This is an optimization exercise on Yosys and OpenROAD, whose aim is a short achievable clock period and few clock cycles, not a production implementation. The RTL was checked by simulation tests, not by an equivalence proof against the original design. Power is estimated from default activity; no workload was simulated.

### run.sh
#!/bin/bash
# synth_recipe.tcl (not shown) runs the flow's synth.tcl, then flattens the netlist and writes it again
# the make line also repeats each setting of config.mk as NAME=value (left out here)
make -C /OpenROAD-flow-scripts/flow DESIGN_CONFIG=/design/flow/config.mk WORK_HOME=/design/flow/orfs CLKGATE_MAP_FILE= SYNTH_SCRIPT=/design/flow/synth_recipe.tcl finish
### config.mk
export PLATFORM = sky130hd
export DESIGN_NAME = rv_top
export DESIGN_NICKNAME = rv_top
export VERILOG_FILES = /design/flow/design.v
export SDC_FILE = /design/flow/constraint.sdc
export NUM_CORES = 4
export LEC_CHECK = 0
export ABC_CLOCK_PERIOD_IN_PS = 3000
export CAP_MARGIN = 35
export CORE_MARGIN = 2
export CORE_UTILIZATION = 40
export SETUP_SLACK_MARGIN = 5
export SLEW_MARGIN = 30
### constraint.sdc
create_clock -name core_clock -period 10.0 [get_ports {clk}]
set_input_delay 2.0000 -clock core_clock [delete_from_list [all_inputs] [get_ports {clk}]]
set_output_delay 2.0000 -clock core_clock [all_outputs]
set_load 0.01 [all_outputs]
### design.v
package rv_pkg;
    typedef logic [31:0] word_t;
    typedef logic [15:0] half_t;
    typedef logic [4:0] reg_idx_t;
    typedef logic [1:0] mem_size_t;
    localparam mem_size_t SIZE_BYTE = 2'd0;
    localparam mem_size_t SIZE_HALF = 2'd1;
    localparam mem_size_t SIZE_WORD = 2'd2;
    localparam logic [6:0] OP_LUI     = 7'b0110111;
    localparam logic [6:0] OP_AUIPC   = 7'b0010111;
    localparam logic [6:0] OP_JAL     = 7'b1101111;
    localparam logic [6:0] OP_JALR    = 7'b1100111;
    localparam logic [6:0] OP_BRANCH  = 7'b1100011;
    localparam logic [6:0] OP_LOAD    = 7'b0000011;
    localparam logic [6:0] OP_STORE   = 7'b0100011;
    localparam logic [6:0] OP_ALU_IMM = 7'b0010011;
    localparam logic [6:0] OP_ALU_REG = 7'b0110011;
    typedef enum logic [2:0] {
        fetch,
        exec,
        load_wait,
        store_wait,
        writeback_load
    } core_state_e;
    typedef enum logic [2:0] {
        idle,
        addr_lo,
        addr_hi,
        data_lo,
        addr_lo2,
        data_hi,
        done
    } bus_state_e;
endpackage
`timescale 1ns/10ps
import rv_pkg::*;
module rv_regfile (
    input  logic             clk,
    input  logic [31:0]      rs1_oh,
    input  logic [31:0]      rs2_oh,
    output rv_pkg::word_t    rs1_val,
    output rv_pkg::word_t    rs2_val,
    input  logic             rd_we,
    input  rv_pkg::reg_idx_t rd_idx,
    input  rv_pkg::word_t    rd_val
);
    logic [31:0] regs [1:31];
    always_ff @(posedge clk) begin
        if (rd_we && (rd_idx != '0)) begin
            regs[rd_idx] <= rd_val;
        end
    end
    always_comb begin
        rs1_val = '0;
        rs2_val = '0;
        for (int i = 1; i < 32; i++) begin
            rs1_val = rs1_val | ({32{rs1_oh[i]}} & regs[i]);
            rs2_val = rs2_val | ({32{rs2_oh[i]}} & regs[i]);
        end
    end
endmodule
`timescale 1ns/10ps
import rv_pkg::*;
module rv_alu (
    input  logic [31:0] alu_a,
    input  logic [31:0] alu_b,
    input  logic [2:0]  funct3,
    input  logic        alt,        
    input  logic        is_reg,
    output logic [31:0] alu_result,
    output logic        take_branch
);
    logic [31:0] sum;
    logic [32:0] diff;
    logic        eq;
    logic        lt_u;
    logic        lt_s;
    logic [31:0] sh_l;
    logic [31:0] sh_r;
    logic [4:0]  shamt;
    assign shamt = alu_b[4:0];
    assign sum   = alu_a + alu_b;
    assign diff  = {1'b0, alu_a} - {1'b0, alu_b};
    assign eq    = (alu_a == alu_b);
    assign lt_u  = diff[32];
    assign lt_s  = (alu_a[31] ^ alu_b[31]) ? alu_a[31] : diff[32];
    assign sh_l  = alu_a << shamt;
    assign sh_r  = $signed({alt & alu_a[31], alu_a}) >>> shamt;
    always_comb begin
        case (funct3)
            3'b000:  alu_result = (is_reg && alt) ? diff[31:0] : sum;
            3'b001:  alu_result = sh_l;
            3'b010:  alu_result = {31'd0, lt_s};
            3'b011:  alu_result = {31'd0, lt_u};
            3'b100:  alu_result = alu_a ^ alu_b;
            3'b101:  alu_result = sh_r;
            3'b110:  alu_result = alu_a | alu_b;
            default: alu_result = alu_a & alu_b;
        endcase
    end
    always_comb begin
        case (funct3)
            3'b000:  take_branch = eq;
            3'b001:  take_branch = !eq;
            3'b100:  take_branch = lt_s;
            3'b101:  take_branch = !lt_s;
            3'b110:  take_branch = lt_u;
            3'b111:  take_branch = !lt_u;
            default: take_branch = 1'b0;
        endcase
    end
endmodule
`timescale 1ns/10ps
import rv_pkg::*;
module rv_bus_seq #(
    parameter logic [31:0] reset_pc = '0
) (
    input  logic        clk,
    input  logic        rst_n,
    output logic        ir_valid,
    output logic [31:0] ir,
    output logic [31:0] ir_pc,
    output logic [31:0] rs1_oh,     
    output logic [31:0] rs2_oh,
    input  logic        ir_take,
    input  logic        redirect,
    input  logic [31:0] redirect_pc,
    input  logic        dreq,
    output logic        dreq_ready,
    input  logic        dreq_we,
    input  logic [1:0]  dreq_size,
    input  logic [31:0] dreq_addr,
    input  logic [31:0] dreq_wdata,
    output logic        ld_valid,
    output logic [31:0] ld_data,
    output logic [15:0] bus_out,
    input  logic [15:0] bus_in,
    output logic        le_lo,
    output logic        le_hi,
    output logic        oe_n,
    output logic        we_lo_n,
    output logic        we_hi_n,
    output logic        bus_dir
);
    localparam int NL = 16;    
    logic [31:0] c_data [0:NL-1];
    logic [25:0] c_tag  [0:NL-1];
    logic [NL-1:0] c_val;
    logic [31:0] pc_f;         
    logic [31:0] fpc;          
    logic [3:0]  ahead;        
    logic        rd_if;
    logic        rd_ld;
    logic        rd_last;
    logic [31:0] rd_pc;
    logic [15:0] lo_tmp;
    logic [1:0]  rd_size;
    logic        fill;
    logic [31:0] fill_data;
    assign fill      = rd_if && rd_last;
    assign fill_data = {bus_in, lo_tmp};
    logic        hit_f;
    logic        hit_p;
    logic        in_win;
    assign hit_f  = c_val[pc_f[5:2]] && (c_tag[pc_f[5:2]] == pc_f[31:6]);
    assign hit_p  = (c_val[fpc[5:2]] && (c_tag[fpc[5:2]] == fpc[31:6])) ||
                    (fill && (rd_pc[31:2] == fpc[31:2]));
    assign in_win = !ahead[3];
    logic        dq_val;
    logic        dq_we;
    logic [1:0]  dq_size;
    logic [31:0] dq_addr;
    logic [31:0] dq_wdata;
    assign dreq_ready = !dq_val;
    logic        job_act;
    logic        job_if;
    logic        job_we;
    logic [1:0]  job_size;
    logic        job_second;
    logic [31:0] job_addr;
    logic [31:0] job_wdata;
    logic        hi_known;
    logic [14:0] hi_val;
    logic        lo_known;
    logic [15:0] lo_val;
    logic        kill_q;       
    logic        job_live;
    assign job_live = job_act && !(job_if && kill_q);
    logic [30:0] j_ha, d_ha, p_ha;
    logic        j_nhi, d_nhi, p_nhi;
    logic        j_nlo, d_nlo, p_nlo;
    assign j_ha  = {job_addr[31:2], job_addr[1] | job_second};
    assign d_ha  = dq_addr[31:1];
    assign p_ha  = {fpc[31:2], 1'b0};
    assign j_nhi = !(hi_known && (hi_val == j_ha[30:16]));
    assign d_nhi = !(hi_known && (hi_val == d_ha[30:16]));
    assign p_nhi = !(hi_known && (hi_val == p_ha[30:16]));
    assign j_nlo = !(lo_known && (lo_val == j_ha[15:0]));
    assign d_nlo = !(lo_known && (lo_val == d_ha[15:0]));
    assign p_nlo = !(lo_known && (lo_val == p_ha[15:0]));
    logic        take_dq;
    logic        take_x;
    logic        take_pf;
    logic        s_act;
    logic        s_if;
    logic        s_we;
    logic [1:0]  s_size;
    logic        s_second;
    logic [31:0] s_addr;
    logic [31:0] s_wdata;
    logic [30:0] s_ha;
    logic        need_hi;
    logic        need_lo;
    assign take_dq = !job_live && dq_val;
    assign take_x  = !job_live && !dq_val && dreq;
    assign take_pf = !job_live && !dq_val && !dreq && in_win && !hit_p;
    assign s_act   = job_live || dq_val || dreq || take_pf;
    always_comb begin
        if (job_live) begin
            s_if     = job_if;
            s_we     = job_we;
            s_size   = job_size;
            s_second = job_second;
            s_addr   = job_addr;
            s_wdata  = job_wdata;
            s_ha     = j_ha;
            need_hi  = j_nhi;
            need_lo  = j_nlo;
        end else if (dq_val) begin
            s_if     = 1'b0;
            s_we     = dq_we;
            s_size   = dq_size;
            s_second = 1'b0;
            s_addr   = dq_addr;
            s_wdata  = dq_wdata;
            s_ha     = d_ha;
            need_hi  = d_nhi;
            need_lo  = d_nlo;
        end else if (dreq) begin
            s_if     = 1'b0;
            s_we     = dreq_we;
            s_size   = dreq_size;
            s_second = 1'b0;
            s_addr   = dreq_addr;
            s_wdata  = dreq_wdata;
            s_ha     = dreq_addr[31:1];
            need_hi  = 1'b0;
            need_lo  = 1'b1;
        end else begin
            s_if     = 1'b1;
            s_we     = 1'b0;
            s_size   = 2'd2;
            s_second = 1'b0;
            s_addr   = fpc;
            s_wdata  = '0;
            s_ha     = p_ha;
            need_hi  = p_nhi;
            need_lo  = p_nlo;
        end
    end
    logic        s_word;
    logic        do_data;
    logic        s_done;
    assign s_word  = (s_size == 2'd2);
    assign do_data = s_act && !need_hi && !need_lo;
    assign s_done  = do_data && !(s_word && !s_second);
    logic [15:0] wr_data;
    always_comb begin
        if (s_size == 2'd0)
            wr_data = {s_wdata[7:0], s_wdata[7:0]};
        else if (s_second)
            wr_data = s_wdata[31:16];
        else
            wr_data = s_wdata[15:0];
    end
    always_ff @(posedge clk) begin
        if (!rst_n) begin
            le_lo    <= 1'b0;
            le_hi    <= 1'b0;
            oe_n     <= 1'b1;
            we_lo_n  <= 1'b1;
            we_hi_n  <= 1'b1;
            bus_dir  <= 1'b1;
            hi_known <= 1'b0;
            lo_known <= 1'b0;
            job_act  <= 1'b0;
            dq_val   <= 1'b0;
            rd_if    <= 1'b0;
            rd_ld    <= 1'b0;
            kill_q   <= 1'b0;
        end else begin
            kill_q  <= redirect;
            le_lo   <= 1'b0;
            le_hi   <= 1'b0;
            oe_n    <= 1'b1;
            we_lo_n <= 1'b1;
            we_hi_n <= 1'b1;
            bus_dir <= 1'b1;
            rd_if   <= 1'b0;
            rd_ld   <= 1'b0;
            if (s_act) begin
                if (need_hi) begin
                    le_hi    <= 1'b1;
                    bus_dir  <= 1'b0;
                    hi_known <= 1'b1;
                end else if (need_lo) begin
                    le_lo    <= 1'b1;
                    bus_dir  <= 1'b0;
                    lo_known <= 1'b1;
                end else if (s_we) begin
                    we_lo_n  <= !((s_size != 2'd0) || !s_addr[0]);
                    we_hi_n  <= !((s_size != 2'd0) || s_addr[0]);
                    bus_dir  <= 1'b0;
                end else begin
                    oe_n     <= 1'b0;
                    rd_if    <= s_if;
                    rd_ld    <= !s_if;
                end
            end
            if (take_dq) begin
                dq_val <= 1'b0;
            end
            if (dreq && !take_x) begin
                dq_val <= 1'b1;
            end
            job_act <= s_act && !s_done;
        end
    end
    always_ff @(posedge clk) begin
        if (need_hi) begin
            bus_out <= {1'b0, s_ha[30:16]};
            if (s_act) hi_val <= s_ha[30:16];
        end else if (need_lo) begin
            bus_out <= s_ha[15:0];
            if (s_act) lo_val <= s_ha[15:0];
        end else begin
            bus_out <= wr_data;
        end
        job_if     <= s_if;
        job_we     <= s_we;
        job_size   <= s_size;
        job_second <= s_second | (do_data && s_word);
        job_addr   <= s_addr;
        job_wdata  <= s_wdata;
        if (dreq) begin
            dq_we    <= dreq_we;
            dq_size  <= dreq_size;
            dq_addr  <= dreq_addr;
            dq_wdata <= dreq_wdata;
        end
        rd_last <= s_done;
        rd_pc   <= s_addr;
        rd_size <= s_size;
        if ((rd_if || rd_ld) && !rd_last) begin
            lo_tmp <= bus_in;
        end
    end
    assign ld_valid = rd_ld && rd_last;
    assign ld_data  = (rd_size == 2'd2) ? {bus_in, lo_tmp} : {16'd0, bus_in};
    logic        byp;
    logic        if_load;
    logic        f_adv;        
    logic        p_adv;        
    logic [31:0] ir_next;
    assign byp     = fill && (rd_pc[31:2] == pc_f[31:2]);
    assign if_load = !ir_valid || ir_take;
    assign f_adv   = if_load && (hit_f || byp);
    assign p_adv   = take_pf || (hit_p && in_win) || (f_adv && (ahead == 4'd0));
    assign ir_next = hit_f ? c_data[pc_f[5:2]] : fill_data;
    always_ff @(posedge clk) begin
        if (fill) begin
            c_data[rd_pc[5:2]] <= fill_data;
            c_tag[rd_pc[5:2]]  <= rd_pc[31:6];
        end
    end
    always_ff @(posedge clk) begin
        if (!rst_n) begin
            c_val    <= '0;
            pc_f     <= reset_pc;
            fpc      <= reset_pc;
            ahead    <= 4'd0;
            ir_valid <= 1'b0;
        end else begin
            if (fill) begin
                c_val[rd_pc[5:2]] <= 1'b1;
            end
            if (redirect) begin
                pc_f     <= redirect_pc;
                fpc      <= redirect_pc;
                ahead    <= 4'd0;
                ir_valid <= 1'b0;
            end else begin
                if (p_adv) begin
                    fpc <= fpc + 32'd4;
                end
                if (p_adv && !f_adv) begin
                    ahead <= ahead + 4'd1;
                end else if (!p_adv && f_adv) begin
                    ahead <= ahead - 4'd1;
                end
                if (if_load) begin
                    ir_valid <= hit_f || byp;
                end
                if (f_adv) begin
                    pc_f <= pc_f + 32'd4;
                end
            end
        end
    end
    always_ff @(posedge clk) begin
        if (if_load && !redirect) begin
            ir    <= ir_next;
            ir_pc <= pc_f;
            for (int i = 0; i < 32; i++) begin
                rs1_oh[i] <= (i != 0) && (ir_next[19:15] == i);
                rs2_oh[i] <= (i != 0) && (ir_next[24:20] == i);
            end
        end
    end
endmodule
`timescale 1ns/10ps
import rv_pkg::*;
module rv_core_ctrl (
    input  logic        clk,
    input  logic        rst_n,
    input  logic        ir_valid,
    input  logic [31:0] ir,
    input  logic [31:0] ir_pc,
    output logic        ir_take,
    output logic        redirect,
    output logic [31:0] redirect_pc,
    output logic        dreq,
    input  logic        dreq_ready,
    output logic        dreq_we,
    output logic [1:0]  dreq_size,
    output logic [31:0] dreq_addr,
    output logic [31:0] dreq_wdata,
    input  logic        ld_valid,
    input  logic [31:0] ld_data,
    output logic [4:0]  rs1_idx,
    output logic [4:0]  rs2_idx,
    input  logic [31:0] rs1_val,
    input  logic [31:0] rs2_val,
    output logic [31:0] alu_a,
    output logic [31:0] alu_b,
    output logic [2:0]  funct3,
    output logic        alt,
    output logic        is_reg,
    input  logic [31:0] alu_result,
    input  logic        take_branch,
    output logic        rd_we,
    output logic [4:0]  rd_idx,
    output logic [31:0] rd_val
);
    logic        d_lui, d_auipc, d_jal, d_jalr, d_branch;
    logic        d_load, d_store, d_alu_imm, d_alu_reg;
    logic [31:0] d_i_imm, d_s_imm, d_b_imm, d_u_imm, d_j_imm;
    logic [31:0] d_a, d_b;
    logic [31:0] d_tgt;
    logic [31:0] d_link;
    logic        d_pred;
    logic        d_wr;
    assign d_lui     = (ir[6:0] == 7'b0110111);
    assign d_auipc   = (ir[6:0] == 7'b0010111);
    assign d_jal     = (ir[6:0] == 7'b1101111);
    assign d_jalr    = (ir[6:0] == 7'b1100111);
    assign d_branch  = (ir[6:0] == 7'b1100011);
    assign d_load    = (ir[6:0] == 7'b0000011);
    assign d_store   = (ir[6:0] == 7'b0100011);
    assign d_alu_imm = (ir[6:0] == 7'b0010011);
    assign d_alu_reg = (ir[6:0] == 7'b0110011);
    assign d_i_imm = {{21{ir[31]}}, ir[30:20]};
    assign d_s_imm = {{21{ir[31]}}, ir[30:25], ir[11:7]};
    assign d_b_imm = {{20{ir[31]}}, ir[7], ir[30:25], ir[11:8], 1'b0};
    assign d_u_imm = {ir[31:12], 12'h000};
    assign d_j_imm = {{12{ir[31]}}, ir[19:12], ir[20], ir[30:21], 1'b0};
    assign rs1_idx = ir[19:15];
    assign rs2_idx = ir[24:20];
    assign d_tgt  = ir_pc + (d_jal ? d_j_imm : d_auipc ? d_u_imm : d_b_imm);
    assign d_link = ir_pc + 32'd4;
    assign d_pred = d_jal || (d_branch && ir[31]);
    assign d_wr   = (ir[11:7] != 5'd0) &&
                    (d_lui || d_auipc || d_jal || d_jalr || d_load || d_alu_imm || d_alu_reg);
    logic        ex_valid;
    logic        ex_alu;
    logic        ex_branch;
    logic        ex_jalr;
    logic        ex_load;
    logic        ex_store;
    logic        ex_pred;
    logic        ex_wr;
    logic [4:0]  ex_rd;
    logic [2:0]  ex_f3;
    logic        ex_alt;
    logic        ex_isreg;
    logic [31:0] ex_a;
    logic [31:0] ex_b;
    logic [31:0] ex_s;        
    logic [31:0] ex_imm;      
    logic [31:0] ex_pre;      
    logic [31:0] ex_tgt;      
    logic        ld_wait;
    logic        ld_a0;
    logic [31:0] ex_res;
    logic        ex_fwd;
    assign ex_fwd = ex_valid && ex_wr;
    assign d_a = (ex_fwd && ex_rd == ir[19:15]) ? ex_res : rs1_val;
    assign d_b = (ex_fwd && ex_rd == ir[24:20]) ? ex_res : rs2_val;
    logic [31:0] agu;
    logic        ex_done;
    logic        ex_redirect;
    logic [31:0] ex_redirect_pc;
    logic        ld_sign;
    logic [31:0] ld_ext;
    assign alu_a  = ex_a;
    assign alu_b  = ex_b;
    assign funct3 = ex_f3;
    assign alt    = ex_alt;
    assign is_reg = ex_isreg;
    assign agu = ex_a + ex_imm;
    assign dreq       = ex_valid && (ex_store || (ex_load && !ld_wait)) && dreq_ready;
    assign dreq_we    = ex_store;
    assign dreq_size  = ex_f3[1:0];
    assign dreq_addr  = agu;
    assign dreq_wdata = ex_s;
    always_comb begin
        if (ex_load)
            ex_done = ld_wait && ld_valid;
        else if (ex_store)
            ex_done = dreq_ready;
        else
            ex_done = 1'b1;
    end
    always_comb begin
        ld_sign = !ex_f3[2] && (ex_f3[1:0] == 2'd0 ? (ld_a0 ? ld_data[15] : ld_data[7]) : ld_data[15]);
        case (ex_f3[1:0])
            2'd0:    ld_ext = {{24{ld_sign}}, ld_a0 ? ld_data[15:8] : ld_data[7:0]};
            2'd1:    ld_ext = {{16{ld_sign}}, ld_data[15:0]};
            default: ld_ext = ld_data;
        endcase
    end
    assign ex_res = ex_load ? ld_ext : ex_alu ? alu_result : ex_pre;
    assign rd_we  = ex_valid && ex_wr && ex_done;
    assign rd_idx = ex_rd;
    assign rd_val = ex_res;
    assign ex_redirect = ex_valid && (ex_jalr || (ex_branch && (take_branch != ex_pred)));
    assign ex_redirect_pc = ex_jalr ? {agu[31:1], 1'b0} : take_branch ? ex_tgt : ex_pre;
    logic ex_free;
    assign ex_free = !ex_valid || ex_done;
    assign ir_take = ir_valid && ex_free && !ex_redirect;
    assign redirect    = ex_redirect || (ir_take && d_pred);
    assign redirect_pc = ex_redirect ? ex_redirect_pc : d_tgt;
    always_ff @(posedge clk) begin
        if (!rst_n) begin
            ex_valid <= 1'b0;
            ld_wait  <= 1'b0;
        end else begin
            if (ex_free || ex_redirect) begin
                ex_valid <= ir_take;
            end
            if (ex_valid && ex_load) begin
                if (!ld_wait) begin
                    ld_wait <= dreq_ready;
                end else if (ld_valid) begin
                    ld_wait <= 1'b0;
                end
            end
        end
    end
    always_ff @(posedge clk) begin
        if (ex_free) begin
            ex_alu   <= d_alu_imm || d_alu_reg;
            ex_branch<= d_branch;
            ex_jalr  <= d_jalr;
            ex_load  <= d_load;
            ex_store <= d_store;
            ex_pred  <= d_pred;
            ex_wr    <= d_wr;
            ex_rd    <= ir[11:7];
            ex_f3    <= ir[14:12];
            ex_alt   <= ir[30];
            ex_isreg <= d_alu_reg;
            ex_a     <= d_a;
            ex_b     <= (d_alu_reg || d_branch) ? d_b : d_i_imm;
            ex_s     <= d_b;
            ex_imm   <= d_store ? d_s_imm : d_i_imm;
            ex_pre   <= d_lui ? d_u_imm : d_auipc ? d_tgt : d_link;
            ex_tgt   <= d_tgt;
        end
        if (dreq) begin
            ld_a0 <= agu[0];
        end
    end
endmodule
`timescale 1ns/10ps
import rv_pkg::*;
module rv_top #(
    parameter rv_pkg::word_t reset_pc = '0
) (
    input  logic          clk,
    input  logic          rst_n,
    output rv_pkg::half_t bus_out,
    input  rv_pkg::half_t bus_in,
    output logic          le_lo,
    output logic          le_hi,
    output logic          oe_n,
    output logic          we_lo_n,
    output logic          we_hi_n,
    output logic          bus_dir
);
    logic        ir_valid;
    logic [31:0] ir;
    logic [31:0] ir_pc;
    logic        ir_take;
    logic        redirect;
    logic [31:0] redirect_pc;
    logic        dreq;
    logic        dreq_ready;
    logic        dreq_we;
    logic [1:0]  dreq_size;
    logic [31:0] dreq_addr;
    logic [31:0] dreq_wdata;
    logic        ld_valid;
    logic [31:0] ld_data;
    logic [4:0]  rs1_idx;
    logic [4:0]  rs2_idx;
    logic [31:0] rs1_oh;
    logic [31:0] rs2_oh;
    logic [31:0] rs1_val;
    logic [31:0] rs2_val;
    logic [31:0] alu_a;
    logic [31:0] alu_b;
    logic [2:0]  funct3;
    logic        alt;
    logic        is_reg;
    logic [31:0] alu_result;
    logic        take_branch;
    logic        rd_we;
    logic [4:0]  rd_idx;
    logic [31:0] rd_val;
    rv_bus_seq #(
        .reset_pc(reset_pc)
    ) u_bus (
        .clk(clk), .rst_n(rst_n),
        .ir_valid(ir_valid), .ir(ir), .ir_pc(ir_pc), .ir_take(ir_take),
        .rs1_oh(rs1_oh), .rs2_oh(rs2_oh),
        .redirect(redirect), .redirect_pc(redirect_pc),
        .dreq(dreq), .dreq_ready(dreq_ready), .dreq_we(dreq_we), .dreq_size(dreq_size),
        .dreq_addr(dreq_addr), .dreq_wdata(dreq_wdata),
        .ld_valid(ld_valid), .ld_data(ld_data),
        .bus_out(bus_out), .bus_in(bus_in), .le_lo(le_lo), .le_hi(le_hi),
        .oe_n(oe_n), .we_lo_n(we_lo_n), .we_hi_n(we_hi_n), .bus_dir(bus_dir)
    );
    rv_core_ctrl u_ctrl (
        .clk(clk), .rst_n(rst_n),
        .ir_valid(ir_valid), .ir(ir), .ir_pc(ir_pc), .ir_take(ir_take),
        .redirect(redirect), .redirect_pc(redirect_pc),
        .dreq(dreq), .dreq_ready(dreq_ready), .dreq_we(dreq_we), .dreq_size(dreq_size),
        .dreq_addr(dreq_addr), .dreq_wdata(dreq_wdata),
        .ld_valid(ld_valid), .ld_data(ld_data),
        .rs1_idx(rs1_idx), .rs2_idx(rs2_idx), .rs1_val(rs1_val), .rs2_val(rs2_val),
        .alu_a(alu_a), .alu_b(alu_b), .funct3(funct3), .alt(alt), .is_reg(is_reg),
        .alu_result(alu_result), .take_branch(take_branch),
        .rd_we(rd_we), .rd_idx(rd_idx), .rd_val(rd_val)
    );
    rv_regfile u_regfile (
        .clk(clk),
        .rs1_oh(rs1_oh), .rs2_oh(rs2_oh), .rs1_val(rs1_val), .rs2_val(rs2_val),
        .rd_we(rd_we), .rd_idx(rd_idx), .rd_val(rd_val)
    );
    rv_alu u_alu (
        .alu_a(alu_a), .alu_b(alu_b), .funct3(funct3), .alt(alt), .is_reg(is_reg),
        .alu_result(alu_result), .take_branch(take_branch)
    );
endmodule
==> impl_metrics.ini, run 1 <==
[sta]
worst_pin_slew_ns = 1.13
fmax_mhz = 196
period_share = 0.511
setup_tns_ns = 0
slew_headroom = 0.249
skew_ns = 0.113
slew_viol_final = 0
hold_viol_final = 0
fin_crit_ns = 5.11
rsz0062_at_grt = true
finalSetupViolCount = 0
finalWorstSetupSlack_ns = 4.89

[hold_path]
hold_class = flip-flop to flip-flop

[setup_path]
cp.arrival_ns = 5.86
cp-end-kind = flip-flop
cp-start-kind = flip-flop
cpMostUsedCell = buf_4
reg2reg_from = u_ctrl.ex_a[0]
crit_path_top_delay_cell = o21a_1
slowest_delay_ns = 0.50
worstPathMaxFanout = 33
reg2regPathDepth = 18
crit_chain = inv_2 > ha_4 > inv_1 > fa_1 > nor3b_2 > o31a_1 > o31ai_4 > a311oi_2 > buf_4 > buf_4 > nor3b_2 > mux2i_1 > o21ai_0 > a31oi_1 > o21ai_2 > buf_4 > o21a_1 > mux2_2
cp.required_ns = 10.75
path_class = flip-flop to flip-flop
r2r_slack_ns = 4.89
crit_path_start = u_ctrl.ex_a[0]
crit_end = u_ctrl.ex_b[0]
r2r-end = u_ctrl.ex_b[0]

[floorplanning]
die-area_um2 = 310000
fp.dieW_um = 557
ioPinCount = 40
core_area_um2 = 303000
start_util = 0.403
dieHeight_um = 557
rows = 202

[route]
dr.first_iter.drc_count = 18800
wl_per_cell_um = 39.4
drt_first_pass_iters = 14
routed_via_density = 7.04
drc_errors = 0
ant_nets = 0
routed_wl_um = 518000
vias = 92700

[final_layout]
layout.cells.non_filler = 13200
fin_nets = 9136
largest_reg_flops = 992
syn_to_final_growth_pct = 14.1
design_area_um2 = 139000
layout-drive-gt1-share = 0.183
most-common-layout-cells = edfxtp_1 (2379), nor2_1 (500), a22oi_1 (454)
final_common_cell = edfxtp_1

[clock_tree]
cts_sinks = 2542
cts_made_buffers = 273
clock_latency_ns = 0.96
h-tree-depth = 5
path_clk_slew_ns = 0.06
cts.path.max_buffers = 4
cts_tree = yes
cts_hold_buf = 0
cts_root_buffer = clkbuf_16

[job]
max-cap-violations = 0

[yosys]
netlist_area_um2 = 122000
synth_edf_count = 2379
synth_ff_type = edfxtp_1
async_flop_share = 0
synth_top_area_share = 0.585
ys_ff_latch = 2542
synth_seq_area_share = 0.612
syn-num-nets = 8989
synth.distinct_cells = 100
avgSynthCellArea_um2 = 13.9
syn_inst = 8797
yosys.area.top_type = edfxtp_1
ys.warnings.count = 4
ys_top_cells_by_area = edfxtp_1 (58%), mux4_2 (7.7%), a22oi_1 (2.8%)

[placed_design]
place_area_um2 = 128000
dpl.hpwl_um = 311000
routabilityCongestion = 0.988
placedCellCount = 12500
pre_cts_ws_ns = 3.17
io_buffers = 39

[global_route]
grt_max_degree = 76
grt_pass1_wl_um = 703000
grt_pass1_vias = 87100
gr-total-overflow = 0
antenna_found_initial = 31
track_usage = 0.323

[outcome]
outcome = finished clean

[pwr]
p_per_area_nw_per_um2 = 178
power_leakage_nw = 46.5
ir_drop_uv = 154
p_total_mw = 24.8
worst max-delay path: cells and delay by family (launching register included):
kind	cells	cell delay (ns)
muxes	2	0.52
DFF	1	0.48
AOI/OAI and AO/OA	7	1.99
adders and majority gates	2	0.51
buffers and inverters	5	0.85
and+or+nand+nor	2	0.57
area by class of cell:
cell class                 instances  area [µm²]
tap                             3978        4980
multi-input combinational       5432       45400
timing repair inverter             3        20.0
antenna                           23        57.6
clock buffer                     348        7440
fill                           26500      164000
clock inverter                   141        1360
sequential                      2542       74700
timing repair buffer             483        4650
inverter                         209         811
cells in the mapped netlist, drive strengths merged, types with 206 or more instances:
library cell,number
nand2,411
o21ai,276
edfxtp,2379
mux4,417
clkbuf,430
mux2i,267
a22oi,455
nor2,541
a221oi,267
a22o,270
a21oi,355
inv,206
per-layer routing:
metal | vias to the layer above | part of all wire | GRT usage | wire length, µm
met2 | 8384 | 0.42 | 0.476 | 220000
met4 | 28 | 0.070 | 0.173 | 36000
li1 | 35900 | - | - | -
met5 | - | 0.00075 | 0.00219 | 390
met3 | 2133 | 0.15 | 0.117 | 76100
met1 | 46200 | 0.36 | 0.414 | 185000
repair_timing:
| action | CTS | global route |
|---|---|---|
| pin swaps | 23 | 16 |
| setup endpoints to repair | 795 | 376 |
| setup buffers | 78 | 12 |
| gates resized for setup | 141 | 53 |
| gates cloned | 10 | 6 |
cell families (layout without fill, tap and decap cells):
logic type	Yosys count	count (layout)	synth area share
other cells	0	23	0
simple gates	1835	1836	0.0730
compound gates	2290	2292	0.137
xor+xnor	315	315	0.0226
flops	2542	2542	0.612
fa+ha+maj	174	174	0.0181
mux	815	815	0.111
buf+inv	826	1184	0.0268
per-stage QoR:
stage                     hold WS [ns]  utilization
after global routing             0.452        0.460
after CTS                        0.437        0.457
after detailed placement         0.429        0.423
after floorplan                  0.406            -
after global placement           0.431        0.422
final                            0.442        0.460
how the worst min path moves through the flow:
stage | slack [ns] | to | cells after the start | start
after floorplan | 0.41 | u_bus.ir_pc[10] | 0 | u_bus.pc_f[10]
after global placement | 0.43 | u_bus.dq_wdata[22] | 0 | u_ctrl.ex_s[22]
after detailed placement | 0.43 | u_bus.ir_pc[0] | 0 | u_bus.pc_f[0]
after CTS | 0.44 | u_bus.dq_wdata[17] | 0 | u_ctrl.ex_s[17]
after global routing | 0.45 | u_bus.dq_wdata[17] | 0 | u_ctrl.ex_s[17]
final | 0.44 | u_bus.dq_wdata[17] | 0 | u_ctrl.ex_s[17]
where the power goes:
part / leakage [nW] / internal (mW) / switching (mW)
Combinational: 18.5 / 0.953 / 1.76
Sequential: 23.7 / 11.7 / 0.220
Clock: 4.28 / 5.75 / 4.42
Total: 46.5 / 18.4 / 6.40
Testbench counts, summed over its fixed seeds: cycles 135,265.
==> run 2, diff against run 1 <==
--- a/design.v
+++ b/design.v
@@ -124,6 +124,7 @@
     output logic [31:0] rs2_oh,
     input  logic        ir_take,
     input  logic        redirect,
+    input  logic        redirect_back,   
     input  logic [31:0] redirect_pc,
     input  logic        dreq,
     output logic        dreq_ready,
@@ -142,13 +143,15 @@
     output logic        we_hi_n,
     output logic        bus_dir
 );
-    localparam int NL = 16;    
+    localparam int NL = 32;    
+    localparam int IW = 5;     
+    localparam int WIN = 28;   
     logic [31:0] c_data [0:NL-1];
-    logic [25:0] c_tag  [0:NL-1];
+    logic [29-IW:0] c_tag [0:NL-1];
     logic [NL-1:0] c_val;
     logic [31:0] pc_f;         
     logic [31:0] fpc;          
-    logic [3:0]  ahead;        
+    logic [4:0]  ahead;        
     logic        rd_if;
     logic        rd_ld;
     logic        rd_last;
@@ -162,10 +165,10 @@
     logic        hit_f;
     logic        hit_p;
     logic        in_win;
-    assign hit_f  = c_val[pc_f[5:2]] && (c_tag[pc_f[5:2]] == pc_f[31:6]);
-    assign hit_p  = (c_val[fpc[5:2]] && (c_tag[fpc[5:2]] == fpc[31:6])) ||
+    assign hit_f  = c_val[pc_f[IW+1:2]] && (c_tag[pc_f[IW+1:2]] == pc_f[31:IW+2]);
+    assign hit_p  = (c_val[fpc[IW+1:2]] && (c_tag[fpc[IW+1:2]] == fpc[31:IW+2])) ||
                     (fill && (rd_pc[31:2] == fpc[31:2]));
-    assign in_win = !ahead[3];
+    assign in_win = (ahead < WIN);
     logic        dq_val;
     logic        dq_we;
     logic [1:0]  dq_size;
@@ -186,6 +189,12 @@
     logic        kill_q;       
     logic        job_live;
     assign job_live = job_act && !(job_if && kill_q);
+    logic [12:0] back_off;
+    logic [11:0] back_dist;
+    logic        keep;
+    assign back_off  = 13'd0 - {ir[31], ir[7], ir[30:25], ir[11:8], 1'b0};
+    assign back_dist = {1'b0, back_off[12:2]} + {7'd0, ahead} + 12'd1;
+    assign keep      = redirect_back && (back_dist < WIN);
     logic [30:0] j_ha, d_ha, p_ha;
     logic        j_nhi, d_nhi, p_nhi;
     logic        j_nlo, d_nlo, p_nlo;
@@ -289,7 +298,7 @@
             rd_ld    <= 1'b0;
             kill_q   <= 1'b0;
         end else begin
-            kill_q  <= redirect;
+            kill_q  <= redirect && !keep;
             le_lo   <= 1'b0;
             le_hi   <= 1'b0;
             oe_n    <= 1'b1;
@@ -365,12 +374,17 @@
     assign byp     = fill && (rd_pc[31:2] == pc_f[31:2]);
     assign if_load = !ir_valid || ir_take;
     assign f_adv   = if_load && (hit_f || byp);
-    assign p_adv   = take_pf || (hit_p && in_win) || (f_adv && (ahead == 4'd0));
-    assign ir_next = hit_f ? c_data[pc_f[5:2]] : fill_data;
+    assign p_adv   = take_pf || (hit_p && in_win) || (f_adv && (ahead == 5'd0));
+    logic pcf_pending;
+    logic recover;
+    assign pcf_pending = (job_live && job_if && (job_addr[31:2] == pc_f[31:2])) ||
+                         (rd_if && (rd_pc[31:2] == pc_f[31:2]));
+    assign recover = !hit_f && !byp && !pcf_pending && (ahead != 5'd0);
+    assign ir_next = hit_f ? c_data[pc_f[IW+1:2]] : fill_data;
     always_ff @(posedge clk) begin
         if (fill) begin
-            c_data[rd_pc[5:2]] <= fill_data;
-            c_tag[rd_pc[5:2]]  <= rd_pc[31:6];
+            c_data[rd_pc[IW+1:2]] <= fill_data;
+            c_tag[rd_pc[IW+1:2]]  <= rd_pc[31:IW+2];
         end
     end
     always_ff @(posedge clk) begin
@@ -378,25 +392,38 @@
             c_val    <= '0;
             pc_f     <= reset_pc;
             fpc      <= reset_pc;
-            ahead    <= 4'd0;
+            ahead    <= 5'd0;
             ir_valid <= 1'b0;
         end else begin
             if (fill) begin
-                c_val[rd_pc[5:2]] <= 1'b1;
+                c_val[rd_pc[IW+1:2]] <= 1'b1;
             end
-            if (redirect) begin
+            if (redirect && keep) begin
+                pc_f     <= redirect_pc;
+                ir_valid <= 1'b0;
+                if (p_adv) begin
+                    fpc <= fpc + 32'd4;
+                end
+                ahead <= back_dist[4:0] + {4'd0, p_adv};
+            end else if (redirect) begin
                 pc_f     <= redirect_pc;
                 fpc      <= redirect_pc;
-                ahead    <= 4'd0;
+                ahead    <= 5'd0;
                 ir_valid <= 1'b0;
+            end else if (recover) begin
+                fpc      <= pc_f;
+                ahead    <= 5'd0;
+                if (if_load) begin
+                    ir_valid <= 1'b0;
+                end
             end else begin
                 if (p_adv) begin
                     fpc <= fpc + 32'd4;
                 end
                 if (p_adv && !f_adv) begin
-                    ahead <= ahead + 4'd1;
+                    ahead <= ahead + 5'd1;
                 end else if (!p_adv && f_adv) begin
-                    ahead <= ahead - 4'd1;
+                    ahead <= ahead - 5'd1;
                 end
                 if (if_load) begin
                     ir_valid <= hit_f || byp;
@@ -428,6 +455,7 @@
     input  logic [31:0] ir_pc,
     output logic        ir_take,
     output logic        redirect,
+    output logic        redirect_back,
     output logic [31:0] redirect_pc,
     output logic        dreq,
     input  logic        dreq_ready,
@@ -550,6 +578,7 @@
     assign ir_take = ir_valid && ex_free && !ex_redirect;
     assign redirect    = ex_redirect || (ir_take && d_pred);
     assign redirect_pc = ex_redirect ? ex_redirect_pc : d_tgt;
+    assign redirect_back = !ex_redirect && ir_take && d_branch && ir[31];
     always_ff @(posedge clk) begin
         if (!rst_n) begin
             ex_valid <= 1'b0;
@@ -613,6 +642,7 @@
     logic [31:0] ir_pc;
     logic        ir_take;
     logic        redirect;
+    logic        redirect_back;
     logic [31:0] redirect_pc;
     logic        dreq;
     logic        dreq_ready;
@@ -644,7 +674,7 @@
         .clk(clk), .rst_n(rst_n),
         .ir_valid(ir_valid), .ir(ir), .ir_pc(ir_pc), .ir_take(ir_take),
         .rs1_oh(rs1_oh), .rs2_oh(rs2_oh),
-        .redirect(redirect), .redirect_pc(redirect_pc),
+        .redirect(redirect), .redirect_back(redirect_back), .redirect_pc(redirect_pc),
         .dreq(dreq), .dreq_ready(dreq_ready), .dreq_we(dreq_we), .dreq_size(dreq_size),
         .dreq_addr(dreq_addr), .dreq_wdata(dreq_wdata),
         .ld_valid(ld_valid), .ld_data(ld_data),
@@ -654,7 +684,7 @@
     rv_core_ctrl u_ctrl (
         .clk(clk), .rst_n(rst_n),
         .ir_valid(ir_valid), .ir(ir), .ir_pc(ir_pc), .ir_take(ir_take),
-        .redirect(redirect), .redirect_pc(redirect_pc),
+        .redirect(redirect), .redirect_back(redirect_back), .redirect_pc(redirect_pc),
         .dreq(dreq), .dreq_ready(dreq_ready), .dreq_we(dreq_we), .dreq_size(dreq_size),
         .dreq_addr(dreq_addr), .dreq_wdata(dreq_wdata),
         .ld_valid(ld_valid), .ld_data(ld_data),
==> flow/run.sh (new file) <==
#!/bin/bash
set -euo pipefail
bash standard.sh SETUP_SLACK_MARGIN=6.3 finish > standard.log 2>&1
==> standard.sh (new file) <==
#!/bin/bash
# synth_recipe.tcl (not shown) runs the flow's synth.tcl, then flattens the netlist and writes it again
# the make line also repeats each setting of config.mk as NAME=value (left out here)
make -C /OpenROAD-flow-scripts/flow DESIGN_CONFIG=/design/flow/config.mk WORK_HOME=/design/flow/orfs CLKGATE_MAP_FILE= SYNTH_SCRIPT=/design/flow/synth_recipe.tcl "${@:-finish}"
removed: run.sh
==> run 2 against run 1 <==
Effect of this change:
- still clean
- synthesized cell count increased by 21%
- via count increased by 30%
- sequential share of layout area decreased by 2.9 points
- critical path depth grew 2
- register-to-register slack improved by 0.14 ns
- global-route usage is 0.34 points higher
- flip-flop and latch count is 910 higher
- cell count grew 32%
- sequential power increased by 34%
- highest routed layer unchanged
==> impl_metrics.ini, run 2 <==
[clock_tree]
cts_made_buffers = 361
cts.path.max_buffers = 4
clock_latency_ns = 0.99
path_clk_slew_ns = 0.07
cts_root_buffer = clkbuf_16
cts_tree = yes
h-tree-depth = 5
cts_sinks = 3452

[route]
routed_wl_um = 689000
vias = 120000
drc_errors = 0
ant_nets = 0
routed_via_density = 6.96
dr.first_iter.drc_count = 24200
drt_first_pass_iters = 17
wl_per_cell_um = 39.8

[floorplanning]
die-area_um2 = 404000
dieHeight_um = 635
ioPinCount = 40
core_area_um2 = 396000
start_util = 0.402
rows = 231
fp.dieW_um = 635

[final_layout]
layout-drive-gt1-share = 0.326
syn_to_final_growth_pct = 26.0
most-common-layout-cells = edfxtp_1 (3275), mux4_2 (710), buf_4 (702)
final_common_cell = edfxtp_1
fin_nets = 12000
largest_reg_flops = 1024
n_fill_cell = 32100

[pwr]
switching_share = 0.252
p_seq_frac = 0.469
p_per_area_nw_per_um2 = 169
switchingPower_mw = 8.56
power_frac_comb = 0.131
p_total_mw = 34.0
p_int_mw = 25.4
power_leakage_nw = 66.7
clkPwrFrac = 0.400
ir_drop_uv = 152

[setup_path]
cp-start-kind = flip-flop
cp.arrival_ns = 5.80
path_class = flip-flop to flip-flop
reg2reg_from = u_bus.fpc[3]
r2r-end = u_bus.fpc[23]
cp-end-kind = flip-flop
r2r_slack_ns = 5.03
reg2regPathDepth = 20
crit_path_start = u_bus.fpc[3]
worstPathMaxFanout = 25
cp.required_ns = 10.84

[outcome]
outcome = finished clean

[sta]
slew_headroom = 0.226
worst_pin_slew_ns = 1.16
skew_ns = 0.0967
slew_viol_final = 0
fin_crit_ns = 4.97
fmax_mhz = 201
finalHoldWorstSlack_ns = 0.449
finalSetupViolCount = 0
hold_viol_final = 0
period_share = 0.497
finalWorstSetupSlack_ns = 5.03
setup_tns_ns = 0
rsz0062_at_grt = true

[placed_design]
routabilityCongestion = 0.987
pre_cts_ws_ns = 3.37
dpl.hpwl_um = 387000
io_buffers = 39

[global_route]
grt_max_degree = 71
grt_pass1_vias = 114000
antenna_found_initial = 36
grt_pass1_wl_um = 927000
gr-total-overflow = 0
track_usage = 0.326

[yosys]
syn_inst = 10700
synth_ff_type = edfxtp_1
syn-num-nets = 10900
netlist_area_um2 = 159000
ys_top_cells_by_area = edfxtp_1 (62%), mux4_2 (10%), a22oi_1 (2.5%)
synth_seq_area_share = 0.639
ys_ff_latch = 3452
synth_edf_count = 3275
avgSynthCellArea_um2 = 15.0
yosysMostFrequentCell = edfxtp_1
synth_commonest_cells = edfxtp_1 (3275), mux4_2 (710), nor2_1 (578), nand2_1 (537), a22oi_1 (523)
synth.distinct_cells = 91
async_flop_share = 0
synth_top_area_share = 0.617
ys.warnings.count = 4
yosys.area.top_type = edfxtp_1

[hold_path]
worstHoldStart = u_ctrl.ex_s[27]
holdPathEnd = u_bus.dq_wdata[27]
hold_class = flip-flop to flip-flop
hold-path-cell-count = 0

[job]
max-cap-violations = 0
[run 2: changes by cell type in the layout (fill, tap and decap cells not counted), sizes merged, moves of 47 or more]
cell / change
clkbuf: +100
nand2: +126
clkinv: +54
mux4: +293
a21oi: +79
a22oi: +68
o21ai: +98
buf: +919
nand3: +63
mux2i: +79
a31oi: -47
o22ai: +63
edfxtp: +896
[run 2: power groups by stage]
stage	logic, mW	registers [mW]	clock network (mW)
floorplan	1.88	16.2	0
global placement	2.81	16.3	0
detailed placement	2.84	16.3	0
CTS	4.02	15.9	13.6
global route	4.57	15.9	14.2
finish	4.45	15.9	13.6
[run 2: cells by family (layout without fill, tap and decap cells)]
family                     count (synthesis)  after routing  synth area share
other                                      0             14                 0
AOI/OAI and AO/OA                       2521           2527             0.112
muxes                                   1150           1158             0.129
and+or+nand+nor                         2051           2059            0.0616
buffers and inverters                    949           2331            0.0245
adders and majority gates                180            180            0.0144
xor gates and xnor gates                 350            350            0.0192
DFF                                     3452           3452             0.639
[run 2: stage by stage]
stage               instances  instance area (µm²)   util
floorplan               10700               160000      -
global placement        15600               167000  0.422
detailed placement      15600               168000  0.424
CTS                     17000               195000  0.492
global route            17300               201000  0.507
finish                  17300               201000  0.507
[run 2: worst max-delay path by stage]
stage	to	slack (ns)	depth (start not counted)
after floorplan	u_bus.ir[0]	4.37	17
after global placement	u_bus.ahead[4]	2.64	16
after detailed placement	u_bus.ahead[4]	3.37	16
after CTS	u_bus.fpc[31]	5.18	21
after global routing	u_bus.ahead[4]	4.93	18
final	u_bus.fpc[23]	5.03	20
[run 2: worst max-delay path, cell delays in order, from the launching register on]
cell and delay, ns:
dfxtp_4 0.35, buf_12 0.17, buf_12 0.15, buf_12 0.20
clkinv_2 0.31, mux2i_1 0.33, o211a_1 0.28, xor2_1 0.21
nand4_1 0.43, or4_4 0.71, o211ai_4 0.25, buf_4 0.15
buf_6 0.08, and2_4 0.14, buf_6 0.13, buf_12 0.10
o211ai_4 0.15, buf_6 0.18, nor3_4 0.20, xnor2_2 0.16
o22ai_1 0.10
[run 2: metal layers]
metal | wire, µm | GRT usage | part of all wire | up-vias
met4 | 51000 | 0.181 | 0.074 | 47
met5 | 1220 | 0.0126 | 0.0018 | -
met2 | 293000 | 0.482 | 0.43 | 11200
met3 | 104000 | 0.116 | 0.15 | 2908
met1 | 239000 | 0.418 | 0.35 | 60600
li1 | - | - | - | 45700
[run 2: final cells by class]
| cell class | count | area, µm² | area share |
|---|---|---|---|
| tap | 5242 | 6560 | 0.0326 |
| clock inverter | 228 | 2140 | 0.0107 |
| multi-input combinational | 6274 | 62100 | 0.309 |
| timing repair inverter | 18 | 139 | 0.000691 |
| sequential | 3452 | 102000 | 0.507 |
| inverter | 224 | 928 | 0.00462 |
| clock buffer | 431 | 9560 | 0.0476 |
| antenna | 14 | 35.0 | 0.000174 |
| timing repair buffer | 1430 | 17500 | 0.0871 |
[run 2: what timing repair did]
item                                    4_1_cts  5_1_grt
setup buffers                               601      213
endpoints found under the setup margin     2335     1742
hold buffers                                  0        0
pin swaps                                   341      359
cloned                                      131       27
resized for setup                          1639      732
Testbench counts of run 2, summed over its fixed seeds: cycles 122,172.

-- what the ideal ports hide --
How much do the figures lean on ideal ports? The routed layouts below were timed once more, with nothing changed but the port constraints. Step 1, drivers: a clkbuf_16 drives clk and a buf_2 each remaining input, both assumed. Step 2 adds t to the input delays and takes it off the output delays; t is the mean of the earliest and latest rising clock arrival at the registers after step 1. Input paths then give back, and output paths get back, about the clock's delay inside the block. a / b / c = no drivers / after step 1 / after step 2; a / b = the first two.
run	shift t [ns]	setup WS [ns]	clock arrival spread, ns
run 1	1.025	4.891 / 4.891 / 4.137	0.112 / 0.112
run 2	1.046	5.035 / 5.035 / 4.996	0.096 / 0.097
After both steps every run listed still meets setup and hold. The setup slack of run 1, which loses most, moves by 0.000 ns with the drivers and by -0.754 ns with both steps.
